What follows belongs to an exercise in optimizing a design on an open flow for small area, a short achievable clock period and few clock cycles per item; a production flow would make more cautious choices. In this exercise RTL edits were held to simulation tests only and were not proved equivalent to the original. No activity file was given, so power comes from the tool's default toggle rates.

==> design.v <==
`default_nettype none
package cpuArchPkg;
    typedef logic [7:0] dataWord;      
    typedef logic [7:0] progAddress;   
    typedef logic [1:0] regIndex;      
    typedef enum logic [3:0] {
        opAnd = 4'b0000,
        opOr  = 4'b0001,
        opNot = 4'b0010,
        opAdd = 4'b0011,
        opSub = 4'b0100,
        opLsr = 4'b0101,
        opLsl = 4'b0110,
        opInc = 4'b0111,
        opDec = 4'b1000,
        opBra = 4'b1001,
        opMov = 4'b1011,
        opLd  = 4'b1100
    } opcode;
    typedef struct packed {
        opcode      code;        
        logic [3:0] dst;         
        logic [3:0] srcFirst;    
        logic [3:0] srcSecond;   
    } instruction;
    typedef struct packed {
        dataWord r1;
        dataWord r2;
        dataWord r3;
        dataWord r4;
    } registerView;
endpackage
`default_nettype wire
`default_nettype none
package cpuControlPkg;
    typedef enum logic [3:0] {
        aluPassA   = 4'b0000,
        aluPassImm = 4'b0001,
        aluNot     = 4'b0010,
        aluAdd     = 4'b0100,
        aluSub     = 4'b0101,
        aluAnd     = 4'b0111,
        aluOr      = 4'b1000,
        aluLsl     = 4'b1011,
        aluLsr     = 4'b1100
    } aluOp;
    typedef enum logic [1:0] {
        rfHold      = 2'b00,
        rfLoad      = 2'b01,
        rfDecrement = 2'b10,
        rfIncrement = 2'b11
    } regFunc;
    typedef enum logic [1:0] {
        stIdle,
        stFetchLow,
        stFetchHigh,
        stExecute
    } seqState;
    typedef struct packed {
        regFunc  regFn;
        logic [1:0] target;    
        logic [1:0] srcA;
        logic [1:0] srcB;
        aluOp    op;
        logic [7:0] immediate;   
        logic    pcLoad;
    } controlWord;
endpackage
`default_nettype wire
`timescale 1ns/1ps
`default_nettype none
module programMemory
(
    input  logic       clock,
    input  logic       progWrite,
    input  cpuArchPkg::progAddress progAddr,
    input  cpuArchPkg::dataWord    progData,
    input  cpuArchPkg::progAddress fetchAddr,
    output cpuArchPkg::dataWord         fetchByte
);
    cpuArchPkg::dataWord mem [256];
    always_ff @(posedge clock) begin
        if (progWrite) begin
            mem[progAddr] <= progData;
        end
    end
    assign fetchByte = mem[fetchAddr];   
endmodule
`default_nettype wire
`timescale 1ns/1ps
`default_nettype none
module controlSequencer
(
    input  logic       clock,
    input  logic       arstN,
    input  logic       run,
    input  cpuArchPkg::dataWord    fetchByte,
    input  cpuControlPkg::controlWord ctrl,
    output cpuArchPkg::progAddress      fetchAddr,
    output cpuArchPkg::instruction      ir,
    output logic            execute,
    output cpuArchPkg::progAddress      pc,
    output logic            instrDone
);
    cpuControlPkg::seqState state;
    assign fetchAddr = pc;
    assign execute   = (state == cpuControlPkg::stExecute);
    assign instrDone = (state == cpuControlPkg::stExecute);   
    always_ff @(posedge clock or negedge arstN) begin
        if (!arstN) begin
            state <= cpuControlPkg::stIdle;
            pc    <= '0;
            ir    <= '0;
        end else begin
            case (state)
                cpuControlPkg::stIdle: begin
                    if (run) begin
                        state <= cpuControlPkg::stFetchLow;
                    end
                end
                cpuControlPkg::stFetchLow: begin
                    ir[7:0] <= fetchByte;   
                    pc      <= pc + 8'd1;
                    state   <= cpuControlPkg::stFetchHigh;
                end
                cpuControlPkg::stFetchHigh: begin
                    ir[15:8] <= fetchByte;
                    pc       <= pc + 8'd1;
                    state    <= cpuControlPkg::stExecute;
                end
                cpuControlPkg::stExecute: begin
                    if (ctrl.pcLoad) begin
                        pc <= cpuArchPkg::progAddress'(ctrl.immediate);   
                    end
                    if (run) begin
                        state <= cpuControlPkg::stFetchLow;
                    end else begin
                        state <= cpuControlPkg::stIdle;
                    end
                end
                default: begin
                    state <= cpuControlPkg::stIdle;
                end
            endcase
        end
    end
endmodule
`default_nettype wire
`timescale 1ns/1ps
`default_nettype none
module instructionDecoder
(
    input  cpuArchPkg::instruction ir,
    input  logic       execute,
    output cpuControlPkg::controlWord      ctrl
);
    always_comb begin
        ctrl.regFn     = cpuControlPkg::rfHold;
        ctrl.target    = ir.dst[1:0];
        ctrl.srcA      = ir.srcFirst[1:0];
        ctrl.srcB      = ir.srcSecond[1:0];
        ctrl.op        = cpuControlPkg::aluPassA;
        ctrl.immediate = {ir.srcFirst, ir.srcSecond};
        ctrl.pcLoad    = 1'b0;
        case (ir.code)
            cpuArchPkg::opAnd: begin
                ctrl.op    = cpuControlPkg::aluAnd;
                ctrl.regFn = cpuControlPkg::rfLoad;
            end
            cpuArchPkg::opOr: begin
                ctrl.op    = cpuControlPkg::aluOr;
                ctrl.regFn = cpuControlPkg::rfLoad;
            end
            cpuArchPkg::opNot: begin
                ctrl.op    = cpuControlPkg::aluNot;
                ctrl.regFn = cpuControlPkg::rfLoad;
            end
            cpuArchPkg::opAdd: begin
                ctrl.op    = cpuControlPkg::aluAdd;
                ctrl.regFn = cpuControlPkg::rfLoad;
            end
            cpuArchPkg::opSub: begin
                ctrl.op    = cpuControlPkg::aluSub;
                ctrl.regFn = cpuControlPkg::rfLoad;
            end
            cpuArchPkg::opLsr: begin
                ctrl.op    = cpuControlPkg::aluLsr;
                ctrl.regFn = cpuControlPkg::rfLoad;
            end
            cpuArchPkg::opLsl: begin
                ctrl.op    = cpuControlPkg::aluLsl;
                ctrl.regFn = cpuControlPkg::rfLoad;
            end
            cpuArchPkg::opMov: begin
                ctrl.op    = cpuControlPkg::aluPassA;
                ctrl.regFn = cpuControlPkg::rfLoad;
            end
            cpuArchPkg::opLd: begin
                ctrl.op    = cpuControlPkg::aluPassImm;   
                ctrl.regFn = cpuControlPkg::rfLoad;
            end
            cpuArchPkg::opInc: begin
                ctrl.target = ir.srcFirst[1:0];   
                ctrl.regFn  = cpuControlPkg::rfIncrement;
            end
            cpuArchPkg::opDec: begin
                ctrl.target = ir.srcFirst[1:0];
                ctrl.regFn  = cpuControlPkg::rfDecrement;
            end
            cpuArchPkg::opBra: begin
                ctrl.pcLoad = 1'b1;
            end
            default: begin
                ctrl.regFn = cpuControlPkg::rfHold;   
            end
        endcase
        if (!execute) begin
            ctrl.regFn  = cpuControlPkg::rfHold;
            ctrl.pcLoad = 1'b0;
        end
    end
endmodule
`default_nettype wire
`timescale 1ns/1ps
`default_nettype none
module generalRegister
(
    input  logic       clock,
    input  logic       arstN,
    input  cpuArchPkg::regIndex    index,
    input  cpuControlPkg::controlWord ctrl,
    input  cpuArchPkg::dataWord    result,
    output cpuArchPkg::dataWord         value
);
    always_ff @(posedge clock or negedge arstN) begin
        if (!arstN) begin
            value <= '0;
        end else if (ctrl.target == index) begin
            case (ctrl.regFn)
                cpuControlPkg::rfLoad:      value <= result;
                cpuControlPkg::rfIncrement: value <= value + 8'd1;   
                cpuControlPkg::rfDecrement: value <= value - 8'd1;   
                default:     value <= value;
            endcase
        end
    end
endmodule
`default_nettype wire
`timescale 1ns/1ps
`default_nettype none
module registerFile
(
    input  logic       clock,
    input  logic       arstN,
    input  cpuControlPkg::controlWord ctrl,
    input  cpuArchPkg::dataWord    result,
    output cpuArchPkg::dataWord         operandA,
    output cpuArchPkg::dataWord         operandB,
    output cpuArchPkg::registerView     regs
);
    cpuArchPkg::dataWord values [4];
    for (genvar i = 0; i < 4; i++) begin : gReg
        generalRegister i_generalRegister (
            .clock  (clock),
            .arstN  (arstN),
            .index  (cpuArchPkg::regIndex'(i)),
            .ctrl   (ctrl),
            .result (result),
            .value  (values[i])
        );
    end
    assign operandA = values[ctrl.srcA];
    assign operandB = values[ctrl.srcB];
    assign regs.r1 = values[0];
    assign regs.r2 = values[1];
    assign regs.r3 = values[2];
    assign regs.r4 = values[3];
endmodule
`default_nettype wire
`timescale 1ns/1ps
`default_nettype none
module alu
(
    input  cpuControlPkg::controlWord ctrl,
    input  cpuArchPkg::dataWord    operandA,
    input  cpuArchPkg::dataWord    operandB,
    output cpuArchPkg::dataWord         result
);
    always_comb begin
        case (ctrl.op)
            cpuControlPkg::aluAnd:     result = operandA & operandB;
            cpuControlPkg::aluOr:      result = operandA | operandB;
            cpuControlPkg::aluNot:     result = ~operandA;
            cpuControlPkg::aluAdd:     result = operandA + operandB;   
            cpuControlPkg::aluSub:     result = operandA - operandB;
            cpuControlPkg::aluLsr:     result = operandA >> 1;
            cpuControlPkg::aluLsl:     result = operandA << 1;
            cpuControlPkg::aluPassImm: result = ctrl.immediate;
            default:    result = operandA;   
        endcase
    end
endmodule
`default_nettype wire
`timescale 1ns/1ps
`default_nettype none
module cpuTop
(
    input  logic       clock,
    input  logic       arstN,
    input  logic       progWrite,
    input  logic [7:0] progAddr,
    input  logic [7:0] progData,
    input  logic       run,
    output logic [31:0] regs,          
    output logic [7:0] pc,
    output logic            instrDone
);
    cpuArchPkg::progAddress fetchAddr;
    cpuArchPkg::dataWord    fetchByte;
    cpuArchPkg::instruction ir;
    logic       execute;
    cpuControlPkg::controlWord ctrl;
    cpuArchPkg::dataWord    operandA;
    cpuArchPkg::dataWord    operandB;
    cpuArchPkg::dataWord    result;
    programMemory i_programMemory (
        .clock     (clock),
        .progWrite (progWrite),
        .progAddr  (progAddr),
        .progData  (progData),
        .fetchAddr (fetchAddr),
        .fetchByte (fetchByte)
    );
    controlSequencer i_controlSequencer (
        .clock     (clock),
        .arstN     (arstN),
        .run       (run),
        .fetchByte (fetchByte),
        .ctrl      (ctrl),
        .fetchAddr (fetchAddr),
        .ir        (ir),
        .execute   (execute),
        .pc        (pc),
        .instrDone (instrDone)
    );
    instructionDecoder i_instructionDecoder (
        .ir      (ir),
        .execute (execute),
        .ctrl    (ctrl)
    );
    registerFile i_registerFile (
        .clock    (clock),
        .arstN    (arstN),
        .ctrl     (ctrl),
        .result   (result),
        .operandA (operandA),
        .operandB (operandB),
        .regs     (regs)
    );
    alu i_alu (
        .ctrl     (ctrl),
        .operandA (operandA),
        .operandB (operandB),
        .result   (result)
    );
endmodule
`default_nettype wire
==> run.sh <==
#!/bin/bash
# synth_recipe.tcl (not shown) runs the flow's synth.tcl, then flattens the netlist and writes it again
# the make line also repeats each setting of config.mk as NAME=value (left out here)
make -C /OpenROAD-flow-scripts/flow DESIGN_CONFIG=/design/flow/config.mk WORK_HOME=/design/flow/orfs CLKGATE_MAP_FILE= SYNTH_SCRIPT=/design/flow/synth_recipe.tcl finish
==> config.mk <==
export PLATFORM = sky130hd
export DESIGN_NAME = cpuTop
export DESIGN_NICKNAME = cpuTop
export VERILOG_FILES = /design/flow/design.v
export SDC_FILE = /design/flow/constraint.sdc
export NUM_CORES = 4
export LEC_CHECK = 0
export CAP_MARGIN = 20
export CORE_MARGIN = 2
export CORE_UTILIZATION = 40
export SLEW_MARGIN = 20
==> constraint.sdc <==
create_clock -name core_clock -period 9.0 [get_ports {clock}]
set_input_delay 1.8000 -clock core_clock [delete_from_list [all_inputs] [get_ports {clock}]]
set_output_delay 1.8000 -clock core_clock [all_outputs]
set_load 0.01 [all_outputs]
==> results.yml <==
drt:
  drcViolationCount: 0
  vias: 43790
  dr.pass1.iters: 8
  first_iter_violations: 5957
  wl_per_cell_um: 31.27
  viasPerCell: 5.943
  antenna_left: 0
  routed_wl_um: 230400
sta:
  fin_ws_ps: 3989
  period_share_pct: 55.68
  slew_violations: 0
  finalHoldViolations: 0
  max_slew_margin_pct: 25.83
  rsz0062_at_grt: "no"
  fin_crit_ps: 5012
  skew_ps: 57.32
  fin_tns_setup_ps: 0
  fmax_mhz: 199.5
  tightestPinTransition_ps: 1113
  finalSetupViolations: 0
min_path:
  min_path_type: "reg -> reg"
global_routing:
  overflow: 0
  grt_pass1_vias: 43180
  grt_max_degree: 161
  grt_usage_pct: 21.19
  grt_first_pass_wirelength_um: 327600
  antenna_found_initial: 5
cts:
  cts-resized-gates: 0
  cts_buffer_depth: 3
  cts.reportedPaths.clkPinSlew_ps: 60
  post-cts-setup-buffers: 0
  clk-insertion-delay-late_ps: 870
  root_buffer: "clkbuf_16"
  cts_num_sinks: 2104
  cts_tree: "built"
  holdBufCountCts: 0
  cts_inserted_buffers: 208
  h-tree-depth: 4
finish:
  drive_gt1_share_pct: 20.23
  synthToLayoutAreaGrowth_pct: 12.17
  final_cell_mix: "edfxtp_1, mux4_2, nor2_1"
  fillers: 17780
  final_common_cell: "edfxtp_1"
  final_nets: 4466
  layoutNonFillerInstCount: 7368
synth:
  synth_edf_count: 2048
  ys.flop_type: "edfxtp_1"
  synth-seq-cells: 2104
  synthArstFlopShare_pct: 2.662
  synth_fp_nets: 4358
  netlist_instances: 4293
  netlist_area_sq_mm: 0.08452
  yosysWarnings: 7
  synth_area_per_cell_sq_um: 19.69
  yosysSeqAreaShare_pct: 74.42
  ys_types: 77
setup_path:
  start_kind: "register"
  crit_fanout: 54
  required_ps: 7200
  arrival_ps: 3210
  critPathKind: "reg -> out"
  end_kind: "output port"
  r2r_slack_ps: 4360
placed_design:
  post-dp-hpwl_um: 136500
  dp_cells: 6995
  port_buffers: 60
  place_ws_ps: 3946
  finalWeightedCongestion: 0.8582
floorplan:
  coreArea_sq_mm: 0.2098
  die_w_um: 463.7
  rows: 168
  die_h_um: 463.7
  dieArea_sq_mm: 0.2150
  start_util_pct: 40.29
  io-pin-count: 61
pwr:
  max-vdd-ir-drop_uv: 299.4
  power_leakage_nw: 29.54
  power_density_mw_per_mm2: 308.3
run:
  drv_cap: 0
run_status:
  status: "complete, no violations"
## report_power, final
part	total, mW	switching, mW	internal (mW)
sequential	11.3	0.421	10.9
combinational	9.46	5.71	3.76
clock	8.44	3.72	4.72
## final cells by class
class | count | area, sq um | share of cell area (%)
inverters | 36 | 137.6 | 0.1452
well taps | 2805 | 3510 | 3.702
diodes | 1 | 2.502 | 0.002639
multi-input cells | 1898 | 20210 | 21.31
clock buffers | 261 | 5446 | 5.745
clock inverters | 110 | 1116 | 1.177
flip-flops and latches | 2104 | 62920 | 66.36
repair buffers | 153 | 1474 | 1.555
## final timing paths
kind                                                      start                              endpoint  cells after the start
max reg2reg                i_controlSequencer.pc[2]$_DFFE_PN0P_  i_controlSequencer.ir[8]$_DFFE_PN0N_                      9
min in group asynchronous                                 arstN                             async pin                      2
min                        i_controlSequencer.ir[7]$_DFFE_PN0N_  i_controlSequencer.ir[7]$_DFFE_PN0N_                      2
min reg2reg                i_controlSequencer.ir[7]$_DFFE_PN0N_  i_controlSequencer.ir[7]$_DFFE_PN0N_                      2
max                        i_controlSequencer.pc[1]$_DFFE_PN0P_                                 pc[1]                      2
max in group asynchronous                                 arstN  i_controlSequencer.pc[1]$_DFFE_PN0P_                      2
## registers in the layout, summed over array words and instances (netlist names)
register / cells
i_controlSequencer.pc: 8
i_controlSequencer.ir: 14
i_registerFile.gReg.i_generalRegister.value: 32
i_programMemory.mem: 2048
i_controlSequencer.state: 2
## layer usage
layer	vias to the layer above	track usage (%)	wire length (um)
li1	17960	-	-
met1	23260	29.68	92310
met2	2179	33.14	108800
met3	389	4.329	21020
met4	0	7.275	8198
met5	-	0	0
## critical path: stages (launching register included)
cell             delay [ps]
dfrtp_4                 810
buf_4                   770
clkdlybuf4s50_1         770
## logic make-up (layout without fill, tap and decap cells)
logic type / count (synthesis) / after routing / share of synthesized area, %
xor gates and xnor gates: 22 / 22 / 0.2280
and+or+nand+nor: 657 / 657 / 3.437
buffers and inverters: 291 / 560 / 1.751
muxes: 643 / 643 / 15.26
DFF: 2104 / 2104 / 74.42
AOI/OAI and AO/OA: 531 / 531 / 4.191
adders and majority gates: 45 / 45 / 0.7106
other: 0 / 1 / 0
## stage by stage
step	hold WS, ps	util (%)	instance area [sq um]	total power [mW]
after global placement	571.3	42.06	88230	20.90
after detailed placement	594.2	42.06	88230	20.96
after global routing	625.8	45.19	94810	30.21
final	618.5	45.19	94810	29.23
after floorplan	495.0	-	84520	17.45
after CTS	609.9	45.19	94790	29.33
## cells in the mapped netlist, types with 7 or more instances
master / count / area, sq um
edfxtp_1: 2048 / 61500
mux4_2: 516 / 11620
nor2_1: 358 / 1344
a21oi_1: 135 / 675.7
mux2i_1: 121 / 1211
clkbuf_1: 116 / 435.4
nand2_1: 109 / 409.1
a22oi_1: 93 / 698.2
o21ai_0: 86 / 430.4
buf_2: 71 / 355.3
dfrtp_1: 56 / 1401
nand3_1: 50 / 250.2
ha_1: 40 / 500.5
inv_1: 32 / 120.1
buf_4: 30 / 225.2
a221oi_1: 29 / 254.0
nor2b_1: 29 / 181.4
nor3_1: 26 / 130.1
a31oi_1: 22 / 137.6
o22ai_1: 21 / 131.4
buf_1: 17 / 63.81
a22o_1: 16 / 140.1
buf_6: 16 / 180.2
xnor2_1: 16 / 140.1
a211oi_1: 14 / 105.1
nand2b_1: 13 / 81.33
nand4_1: 11 / 68.82
o21a_1: 11 / 82.58
o211ai_1: 10 / 75.07
or3_1: 10 / 62.56
nor4_1: 9 / 56.30
o221ai_1: 9 / 78.83
a2111oi_0: 8 / 70.07
nor3b_1: 8 / 60.06
o211a_1: 8 / 80.08
a221o_1: 7 / 70.07
a32oi_1: 7 / 61.31
and2_1: 7 / 43.79
o21bai_1: 7 / 52.55
o31ai_1: 7 / 52.55
o32ai_1: 7 / 61.31
Testbench counts, summed over its fixed seeds: cycles 28,832, instrs 9,600.

-- port drivers added, routing unchanged --
In the flow no input, the clock included, has a driving cell. The finished layout below was timed again as built, in two steps.
Step 1 assumes that a clkbuf_16 drives the clock port and a buf_2 every other input.
Step 2 times the ports against the registers' clock, not the clock port: input delays grow and output delays shrink by t, the midpoint of the rising clock arrivals with the driver on.
a / b / c = no drivers / after step 1 / after step 2; a / b = the first two.
shift t [ns]: 0.912
slack for setup (ns): 3.989 / 3.898 / 3.948
latest minus earliest clock arrival (ns): 0.094 / 0.093
pins driven straight from the clock port: 1
After both steps this run still meets setup and hold. For this run, drivers alone change the setup slack by -0.091 ns; drivers and shift together by -0.041 ns.
